This is an optimization exercise on Yosys and OpenROAD, whose aim is small area and few clock cycles, not a production implementation. RTL that was checked went through simulation tests only; none was proved equivalent to the original. No activity file was given, so power comes from the tool's default toggle rates.

== P ==
==> flow/design.v <==
`timescale 1ns/1ps
`timescale 1ns/1ps
`timescale 1ns/1ps
`timescale 1ns/1ps
`timescale 1ns/1ps
`timescale 1ns/1ps
module axi_wr_top
(
    input  logic        clk,
    input  logic        rst_n,
    input  logic [3:0]  aw_id,
    input  logic [15:0] aw_addr,
    input  logic [7:0]  aw_len,
    input  logic [2:0]  aw_size,
    input  logic [1:0]  aw_burst,
    input  logic        aw_valid,
    output logic        aw_ready,
    input  logic [31:0] w_data,
    input  logic [3:0]  w_strb,
    input  logic        w_last,
    input  logic        w_valid,
    output logic        w_ready,
    output logic [3:0]  b_id,
    output logic [1:0]  b_resp,
    output logic        b_valid,
    input  logic        b_ready,
    output logic [3:0]  mem_id,
    output logic [15:0] mem_addr,
    output logic [31:0] mem_data,
    output logic [3:0]  mem_strb,
    output logic        mem_last,
    output logic        mem_boundary_err,
    output logic        mem_we,
    input  logic        mem_credit
);
    logic        d_valid;
    logic [3:0]  d_id;
    logic [15:0] d_addr;      
    logic [2:0]  d_size;
    logic        d_fixed;
    logic        d_berr;      
    logic [2:0]  credits;
    logic        bv;
    logic [3:0]  bid;
    logic        bslv;
    logic        credit_ok, b_free, beat, burst_done, aw_fire;
    logic [11:0] base, step;
    logic [12:0] sum;
    assign credit_ok  = (credits != 3'd0) || mem_credit;
    assign b_free     = !bv || b_ready;
    assign beat       = d_valid && w_valid && credit_ok && (!w_last || b_free);
    assign burst_done = beat && w_last;
    assign aw_ready   = !d_valid || burst_done;
    assign aw_fire    = aw_valid && aw_ready;
    assign w_ready    = beat;
    assign mem_we     = beat;
    assign base = d_addr[11:0] & (12'hfff << d_size);
    assign sum  = d_fixed ? {1'b0, base} : ({1'b0, d_addr[11:0] | ~(12'hfff << d_size)} + 13'd1);
    always_ff @(posedge clk) begin
        if (aw_fire) begin
            d_id    <= aw_id;
            d_addr  <= aw_addr;
            d_size  <= aw_size;
            d_fixed <= (aw_burst == 2'b00);
            d_berr  <= 1'b0;
        end else if (beat) begin
            d_addr[11:0] <= sum[12] ? base : sum[11:0];
            d_berr       <= sum[12];
        end
        if (burst_done) begin
            bid  <= d_id;
            bslv <= (d_size > 3'd2);
        end
    end
    always_ff @(posedge clk or negedge rst_n) begin
        if (!rst_n) begin
            d_valid <= 1'b0;
            credits <= 3'd4;
            bv      <= 1'b0;
        end else begin
            if (aw_fire)
                d_valid <= 1'b1;
            else if (burst_done)
                d_valid <= 1'b0;
            credits <= credits - {2'b0, beat} + {2'b0, mem_credit};
            if (burst_done)
                bv <= 1'b1;
            else if (b_ready)
                bv <= 1'b0;
        end
    end
    assign mem_id           = d_id;
    assign mem_addr         = d_addr;
    assign mem_data         = w_data;
    assign mem_strb         = w_strb;
    assign mem_last         = w_last;
    assign mem_boundary_err = d_berr;
    assign b_valid          = bv;
    assign b_id             = bid;
    assign b_resp           = {bslv, 1'b0};
endmodule
==> flow/config.mk <==
export PLATFORM = sky130hd
export DESIGN_NAME = axi_wr_top
export DESIGN_NICKNAME = axi_wr_top
export VERILOG_FILES = /design/flow/design.v
export SDC_FILE = /design/flow/constraint.sdc
export NUM_CORES = 4
export LEC_CHECK = 0
export CAP_MARGIN = 20
export CORE_MARGIN = 2
export CORE_UTILIZATION = 40
export SLEW_MARGIN = 20
==> flow/constraint.sdc <==
create_clock -name core_clock -period 5.0 [get_ports {clk}]
set_input_delay 1.0000 -clock core_clock [delete_from_list [all_inputs] [get_ports {clk}]]
set_output_delay 1.0000 -clock core_clock [all_outputs]
set_load 0.01 [all_outputs]
standard.sh (not shown) runs the stock make flow with config.mk's settings and CLKGATE_MAP_FILE= SYNTH_SCRIPT=/design/flow/synth_recipe.tcl, a recipe that flattens the netlist after the stock synthesis.
==> flow/flow/run.sh <==
#!/bin/bash
# Standard ORFS flow, with the port buffers inserted as the smallest buffer cell.
cp standard.sh standard_sh.txt
export BUFFER_PORTS_ARGS="-buffer_cell sky130_fd_sc_hd__buf_1"
bash standard.sh > standard.log 2>&1
> inputs changed (P -> S)
diff --git a/flow/design.v b/flow/design.v
--- a/flow/design.v
+++ b/flow/design.v
@@ -53,11 +53,12 @@
     assign aw_ready   = !d_valid || burst_done;
     assign aw_fire    = aw_valid && aw_ready;
     assign w_ready    = beat;
     assign mem_we     = beat;
     assign base = d_addr[11:0] & (12'hfff << d_size);
-    assign sum  = d_fixed ? {1'b0, base} : ({1'b0, d_addr[11:0] | ~(12'hfff << d_size)} + 13'd1);
+    assign step = d_fixed ? 12'd0 : (12'd1 << d_size);
+    assign sum  = {1'b0, base} + {1'b0, step};
     always_ff @(posedge clk) begin
         if (aw_fire) begin
             d_id    <= aw_id;
             d_addr  <= aw_addr;
             d_size  <= aw_size;
--- outcome ---
The internal cell power of S is lower than that of P. Compared to P, S has post-route clock period utilization 2.8 points lower. Summary of S over P: pin count of the biggest net entering global routing fell by 7, sequential power closely matched the old numbers, number of CTS-inserted buffers closely matched the old numbers, fmax climbed about 4.5%. Going from P to S, fraction of area in non-clock buffers went down by 0.52 points, routed wire length has increased. STATUS power consumption: S wins against P. Cmp S vs P: clock network fraction of total power lower in S. The smallest setup slack after layout of S is higher than that of P.
Testbench counts of S, summed over its fixed seeds: cycles 42,784.
The RTL of P was laid out without a check of its function.

---

// axi_wr_top: RTL as listed in full above, without the edits since
Settings: LEC_CHECK=0, ABC_AREA=1, CAP_MARGIN=20, CORE_MARGIN=2, CORE_UTILIZATION=40, CTS_BUF_LIST=sky130_fd_sc_hd__clkbuf_4, SLEW_MARGIN=20; clock period 5.0 ns.
Scripts as last shown in full above: flow/flow/run.sh
Change:
--- a/flow/design.v
+++ b/flow/design.v
@@ -38,16 +38,16 @@
     logic [15:0] d_addr;      
     logic [2:0]  d_size;
     logic        d_fixed;
     logic        d_berr;      
-    logic [2:0]  credits;
+    logic [2:0]  owed;
     logic        bv;
     logic [3:0]  bid;
     logic        bslv;
     logic        credit_ok, b_free, beat, burst_done, aw_fire;
     logic [11:0] base, step;
     logic [12:0] sum;
-    assign credit_ok  = (credits != 3'd0) || mem_credit;
+    assign credit_ok  = !owed[2] || mem_credit;
     assign b_free     = !bv || b_ready;
     assign beat       = d_valid && w_valid && credit_ok && (!w_last || b_free);
     assign burst_done = beat && w_last;
     assign aw_ready   = !d_valid || burst_done;
@@ -74,16 +74,16 @@
     end
     always_ff @(posedge clk or negedge rst_n) begin
         if (!rst_n) begin
             d_valid <= 1'b0;
-            credits <= 3'd4;
+            owed    <= 3'd0;
             bv      <= 1'b0;
         end else begin
             if (aw_fire)
                 d_valid <= 1'b1;
             else if (burst_done)
                 d_valid <= 1'b0;
-            credits <= credits - {2'b0, beat} + {2'b0, mem_credit};
+            owed    <= owed + {2'b0, beat} - {2'b0, mem_credit};
             if (burst_done)
                 bv <= 1'b1;
             else if (b_ready)
                 bv <= 1'b0;
Worst setup slack is better by 0.11 ns.
Clock power falls by about 3%.
Power falls by 4.0%.
Die area falls by 2.1%.
Non-clock buffer count falls by 1.
Global-route usage falls by 0.25 points.
Via count falls by 0.94%.
Synthesized cell count falls by 1.3%.
No run of this note included a check of the RTL's function; only the layout flow was run.

---

v6:
axi_wr_top, a different RTL version from the one above (not shown whole).
Size: ~130 cells after synthesis, about 0.0012 mm2 of cells after synthesis.
==> module axi_wr_top, before the edit <==
module axi_wr_top
(
    input  logic        clk,
    input  logic        rst_n,
    input  logic [3:0]  aw_id,
    input  logic [15:0] aw_addr,
    input  logic [7:0]  aw_len,
    input  logic [2:0]  aw_size,
    input  logic [1:0]  aw_burst,
    input  logic        aw_valid,
    output logic        aw_ready,
    input  logic [31:0] w_data,
    input  logic [3:0]  w_strb,
    input  logic        w_last,
    input  logic        w_valid,
    output logic        w_ready,
    output logic [3:0]  b_id,
    output logic [1:0]  b_resp,
    output logic        b_valid,
    input  logic        b_ready,
    output logic [3:0]  mem_id,
    output logic [15:0] mem_addr,
    output logic [31:0] mem_data,
    output logic [3:0]  mem_strb,
    output logic        mem_last,
    output logic        mem_boundary_err,
    output logic        mem_we,
    input  logic        mem_credit
);
    logic        d_valid;
    logic [3:0]  d_id;
    logic [15:0] d_addr;      
    logic [2:0]  d_size;
    logic        d_fixed;
    logic        d_berr;      
    logic [2:0]  owed;
    logic        bv;
    logic        credit_ok, b_free, beat, burst_done, aw_fire;
    logic [11:0] mask;
    logic [12:0] cy;
    logic [11:0] nxt_lo;
    assign credit_ok  = !owed[2] || mem_credit;
    assign b_free     = !bv || b_ready;
    assign beat       = d_valid && w_valid && credit_ok;
    assign burst_done = beat && w_last;
    assign aw_ready   = !d_valid && b_free;
    assign aw_fire    = aw_valid && aw_ready;
    assign w_ready    = beat;
    assign mem_we     = beat;
    assign mask  = 12'hfff << d_size;
    assign cy[0] = beat && !d_fixed;
    for (genvar j = 0; j < 12; j++) begin : g_cy
        assign cy[j+1] = cy[j] && (d_addr[j] || !mask[j]);
    end
    assign nxt_lo = (mask | {12{!beat}}) & ((d_addr[11:0] ^ cy[11:0]) | {12{cy[12]}});
    always_ff @(posedge clk) begin
        if (!d_valid && b_free) begin
            d_id   <= aw_id;
            d_size <= aw_size;
        end
        if (!d_valid) begin
            d_addr[15:12] <= aw_addr[15:12];
            d_fixed       <= (aw_burst == 2'b00);
        end
        d_addr[11:0] <= d_valid ? nxt_lo : aw_addr[11:0];
        d_berr <= d_valid && (cy[12] || (d_berr && !beat));
    end
    always_ff @(posedge clk or negedge rst_n) begin
        if (!rst_n) begin
            d_valid <= 1'b0;
            owed    <= 3'd0;
            bv      <= 1'b0;
        end else begin
            if (aw_fire)
                d_valid <= 1'b1;
            else if (burst_done)
                d_valid <= 1'b0;
            owed    <= owed + {2'b0, beat} - {2'b0, mem_credit};
            if (burst_done)
                bv <= 1'b1;
            else if (b_ready)
                bv <= 1'b0;
        end
    end
    assign mem_id           = d_id;
    assign mem_addr         = d_addr;
    assign mem_data         = w_data;
    assign mem_strb         = w_strb;
    assign mem_last         = w_last;
    assign mem_boundary_err = d_berr;
    assign b_valid          = bv;
    assign b_id             = d_id;
    assign b_resp           = {d_size > 3'd2, 1'b0};
endmodule
clock: 5.0 ns
lec_check: 0
cap_margin: 40
core_margin: 2
core_utilization: 40
cts_buf_list: sky130_fd_sc_hd__clkbuf_4
slew_margin: 20
==> flow/flow/run.sh <==
#!/bin/bash
# Standard ORFS flow (the standard.sh), with:
#  - the standard synthesis's combinational logic re-mapped for area by
#    Yosys/ABC (registers kept as the standard synthesis made them),
#  - port buffers inserted as the smallest buffer cell,
#  - power recovery (downsizing off-critical gates) after global routing,
#  - TritonCTS without dummy loads.
set -euo pipefail
export BUFFER_PORTS_ARGS="-buffer_cell sky130_fd_sc_hd__buf_1"
export RECOVER_POWER=100
export CTS_ARGS="-sink_clustering_enable -repair_clock_nets -buf_list sky130_fd_sc_hd__clkbuf_4 -dont_use_dummy_load"

bash standard.sh synth > standard_synth.log 2>&1

export RES_DIR=$PWD/orfs/results/$FLOW_PLATFORM/axi_wr_top/base
mkdir -p libs
PLAT=$FLOW_HOME/platforms/$FLOW_PLATFORM
# The platform's DONT_USE_CELLS are the probe and lpflow cells; keep ABC off them
DONT_USE="sky130_fd_sc_hd__probe_p_8 sky130_fd_sc_hd__probec_p_8 sky130_fd_sc_hd__lpflow_*"
export USE_LIB=$PWD/libs/use.lib COMB_LIB=$PWD/libs/comb.lib ABC_SCRIPT=$PWD/flow/resynth.abc
python3 flow/filter_lib.py $PLAT/lib/sky130_fd_sc_hd__tt_025C_1v80.lib $USE_LIB "$DONT_USE"
python3 flow/filter_lib.py --comb $PLAT/lib/sky130_fd_sc_hd__tt_025C_1v80.lib $COMB_LIB "$DONT_USE"
cp $RES_DIR/1_2_yosys.v $RES_DIR/1_2_yosys_std.v
YOSYS=$(command -v yosys || echo $FLOW_HOME/../tools/install/yosys/bin/yosys)
$YOSYS -c flow/resynth.tcl > resynth.log 2>&1

bash standard.sh > standard.log 2>&1
Other scripts of this flow, unchanged in this note and not shown: flow/flow/filter_lib.py, flow/flow/resynth.abc, flow/flow/resynth.tcl
v6 finished all stages; the layout is clean.
Testbench counts of v6, summed over its fixed seeds: cycles 45,257.
### v6 -> v7
--- a/flow/design.v
+++ b/flow/design.v
@@ -42,35 +42,30 @@
     logic [2:0]  owed;
     logic        bv;
     logic        credit_ok, b_free, beat, burst_done, aw_fire;
     logic [11:0] mask;
-    logic [12:0] cy;
-    logic [11:0] nxt_lo;
+    logic [12:0] sum;
     assign credit_ok  = !owed[2] || mem_credit;
     assign b_free     = !bv || b_ready;
     assign beat       = d_valid && w_valid && credit_ok;
     assign burst_done = beat && w_last;
     assign aw_ready   = !d_valid && b_free;
     assign aw_fire    = aw_valid && aw_ready;
     assign w_ready    = beat;
     assign mem_we     = beat;
-    assign mask  = 12'hfff << d_size;
-    assign cy[0] = beat && !d_fixed;
-    for (genvar j = 0; j < 12; j++) begin : g_cy
-        assign cy[j+1] = cy[j] && (d_addr[j] || !mask[j]);
-    end
-    assign nxt_lo = (mask | {12{!beat}}) & ((d_addr[11:0] ^ cy[11:0]) | {12{cy[12]}});
+    assign mask = 12'hfff << d_size;
+    assign sum  = {1'b0, d_addr[11:0] | ~mask} + {12'd0, !d_fixed};
     always_ff @(posedge clk) begin
-        if (!d_valid && b_free) begin
-            d_id   <= aw_id;
-            d_size <= aw_size;
+        if (aw_fire) begin
+            d_id    <= aw_id;
+            d_addr  <= aw_addr;
+            d_size  <= aw_size;
+            d_fixed <= (aw_burst == 2'b00);
+            d_berr  <= 1'b0;
+        end else if (beat) begin
+            d_addr[11:0] <= (sum[11:0] | {12{sum[12]}}) & mask;
+            d_berr       <= sum[12];
         end
-        if (!d_valid) begin
-            d_addr[15:12] <= aw_addr[15:12];
-            d_fixed       <= (aw_burst == 2'b00);
-        end
-        d_addr[11:0] <= d_valid ? nxt_lo : aw_addr[11:0];
-        d_berr <= d_valid && (cy[12] || (d_berr && !beat));
     end
     always_ff @(posedge clk or negedge rst_n) begin
         if (!rst_n) begin
             d_valid <= 1'b0;
Notes after the runs:
| clock network fraction of total power | v7 vs v6 | 1.0 points higher |. Critical path startpoint: d_valid -> v6, d_fixed -> v7. Summary of v7 over v6: via count normalized by instance count decreased 1.5%; number of antenna violations at the first check in global routing essentially unchanged. Looking at global-route met1 utilization across v7 and v6, the one that comes out higher is v6. Delta(count of non-CTS buffers in the layout, v7 - v6) < 0.
Testbench counts of v7, summed over its fixed seeds: cycles 45,257.

---

Starting RTL as in the previous note.
clock: 5.0 ns
lec_check: 0
cap_margin: 40
core_margin: 2
core_utilization: 40
cts_buf_list: sky130_fd_sc_hd__clkbuf_4
gpl_timing_driven: 0
slew_margin: 20
==> flow/flow/filter_lib.py <==
#!/usr/bin/env python3
# Copy a liberty file, leaving out the cells whose names match the given
# patterns; with --comb, also leave out sequential cells (ff, latch,
# statetable) and cells without a logic function.
# usage: filter_lib.py [--comb] IN.lib OUT.lib "PATTERN ..."
import fnmatch, re, sys

args = sys.argv[1:]
comb = args[0] == '--comb'
if comb:
    args = args[1:]
src, dst, pats = args[0], args[1], args[2].split()

head, cells, tail = [], [], []
cur, depth = None, 0
for line in open(src):
    if cur is None:
        if re.match(r'\s*cell\s*\(', line):
            cur, depth = [line], line.count('{') - line.count('}')
            continue
        (tail if cells else head).append(line)
    else:
        cur.append(line)
        depth += line.count('{') - line.count('}')
        if depth <= 0:
            cells.append(cur)
            cur = None

with open(dst, 'w') as out:
    out.writelines(head)
    for c in cells:
        name = re.match(r'\s*cell\s*\(\s*"?([^")]+)"?\s*\)', c[0]).group(1)
        if any(fnmatch.fnmatchcase(name, p) for p in pats):
            continue
        text = ''.join(c)
        if comb and (re.search(r'\b(ff|latch|statetable)\s*\(', text) or 'function' not in text):
            continue
        out.writelines(c)
    out.writelines(tail)
==> flow/flow/resynth.abc <==
strash
&get -n
&deepsyn -T 60
&put
dch -f
amap
topo
==> flow/flow/resynth.tcl <==
# Re-map the combinational logic of the standard synthesis for area with ABC
# (deep AIG synthesis, then area-oriented mapping). Every register instance of
# the standard netlist is kept as it is, with its name and cell type: only the
# cells between registers and ports are replaced.
set res $::env(RES_DIR)
yosys read_liberty -lib $::env(USE_LIB)
yosys read_verilog $res/1_2_yosys_std.v
yosys read_liberty -overwrite $::env(COMB_LIB)
yosys hierarchy -top $::env(FLOW_TOP)
yosys flatten
yosys hierarchy -top $::env(FLOW_TOP)
yosys opt_clean -purge
yosys stat -liberty $::env(USE_LIB)
yosys abc -liberty $::env(COMB_LIB) -script $::env(ABC_SCRIPT)
yosys opt_clean -purge
yosys hilomap -singleton -hicell sky130_fd_sc_hd__conb_1 HI -locell sky130_fd_sc_hd__conb_1 LO
yosys splitnets
yosys opt_clean -purge
yosys stat -liberty $::env(USE_LIB)
yosys write_verilog -noattr -nohex -nodec $res/1_2_yosys.v
Scripts as last shown in full above: flow/flow/run.sh
Testbench counts at the start, summed over its fixed seeds: cycles 45,257.
Edit:
--- a/flow/design.v
+++ b/flow/design.v
@@ -39,16 +39,18 @@
     logic [2:0]  d_size;
     logic        d_fixed;
     logic        d_berr;      
+    logic [7:0]  d_left;      
     logic [2:0]  owed;
     logic        bv;
     logic        credit_ok, b_free, beat, burst_done, aw_fire;
     logic [11:0] mask;
     logic [12:0] cy;
     logic [11:0] nxt_lo;
+    logic [8:0]  bw;
     assign credit_ok  = !owed[2] || mem_credit;
     assign b_free     = !bv || b_ready;
     assign beat       = d_valid && w_valid && credit_ok;
-    assign burst_done = beat && w_last;
+    assign burst_done = beat && (d_left == 8'd0);
     assign aw_ready   = !d_valid && b_free;
     assign aw_fire    = aw_valid && aw_ready;
     assign w_ready    = beat;
@@ -59,6 +61,10 @@
         assign cy[j+1] = cy[j] && (d_addr[j] || !mask[j]);
     end
     assign nxt_lo = (mask | {12{!beat}}) & ((d_addr[11:0] ^ cy[11:0]) | {12{cy[12]}});
+    assign bw[0] = beat;
+    for (genvar j = 0; j < 8; j++) begin : g_bw
+        assign bw[j+1] = bw[j] && !d_left[j];
+    end
     always_ff @(posedge clk) begin
         if (!d_valid && b_free) begin
             d_id   <= aw_id;
@@ -69,6 +75,7 @@
             d_fixed       <= (aw_burst == 2'b00);
         end
         d_addr[11:0] <= d_valid ? nxt_lo : aw_addr[11:0];
+        d_left       <= d_valid ? (d_left ^ bw[7:0]) : aw_len;
         d_berr <= d_valid && (cy[12] || (d_berr && !beat));
     end
     always_ff @(posedge clk or negedge rst_n) begin
After rerunning: Setup slack got worse by 0.043 ns; via count grows by about 20%; worst hold slack degrades by 0.031 ns; cell area increases by 26%; clock power grows by about 18%; combinational power grows by about 7%; flip-flop and latch count goes up by 8; sequential share of layout area drops by 1.9 points; first-iteration DRC count does not change; global-route usage went down by 0.56 points; wire length rises by about 15%.
Testbench counts after the change, summed over its fixed seeds: cycles 45,257.

==> what the ideal ports hide <==
How much do the figures lean on ideal ports? The routed layouts below were timed once more, with nothing changed but the port constraints.
Step 1: set_driving_cell puts a clkbuf_16 on clk and a buf_2 on each other input, an assumption about the parent block.
Step 2 times the ports against the registers' clock, not the clock port: input delays grow and output delays shrink by t, the midpoint of the rising clock arrivals with the driver on.
a / b / c = ideal ports / drivers / drivers and shift; a / b = the first two.
run	t, ns	setup WS [ns]	clock arrival spread, ns	cell pins on the clock port's net
P	0.317	1.774 / 1.774 / 1.774	0.010 / 0.009	1
S	0.312	1.913 / 1.913 / 1.913	0.004 / 0.004	1
the first run of note 2	0.363	2.064 / 2.043 / 1.968	0.009 / 0.009	1
the second run of note 2	0.364	2.170 / 2.148 / 1.835	0.010 / 0.010	1
v6	0.335	0.834 / 0.834 / 0.767	0.017 / 0.017	1
v7	0.338	1.652 / 1.652 / 1.652	0.015 / 0.015	1
the first run of note 4	0.335	0.543 / 0.544 / 0.210	0.019 / 0.019	1
the second run of note 4	0.363	0.501 / 0.491 / 0.128	0.019 / 0.020	1
After both steps every run listed still meets setup and hold. The setup slack of the second run of note 4, which loses most, moves by -0.010 ns with the drivers and by -0.373 ns with both steps.
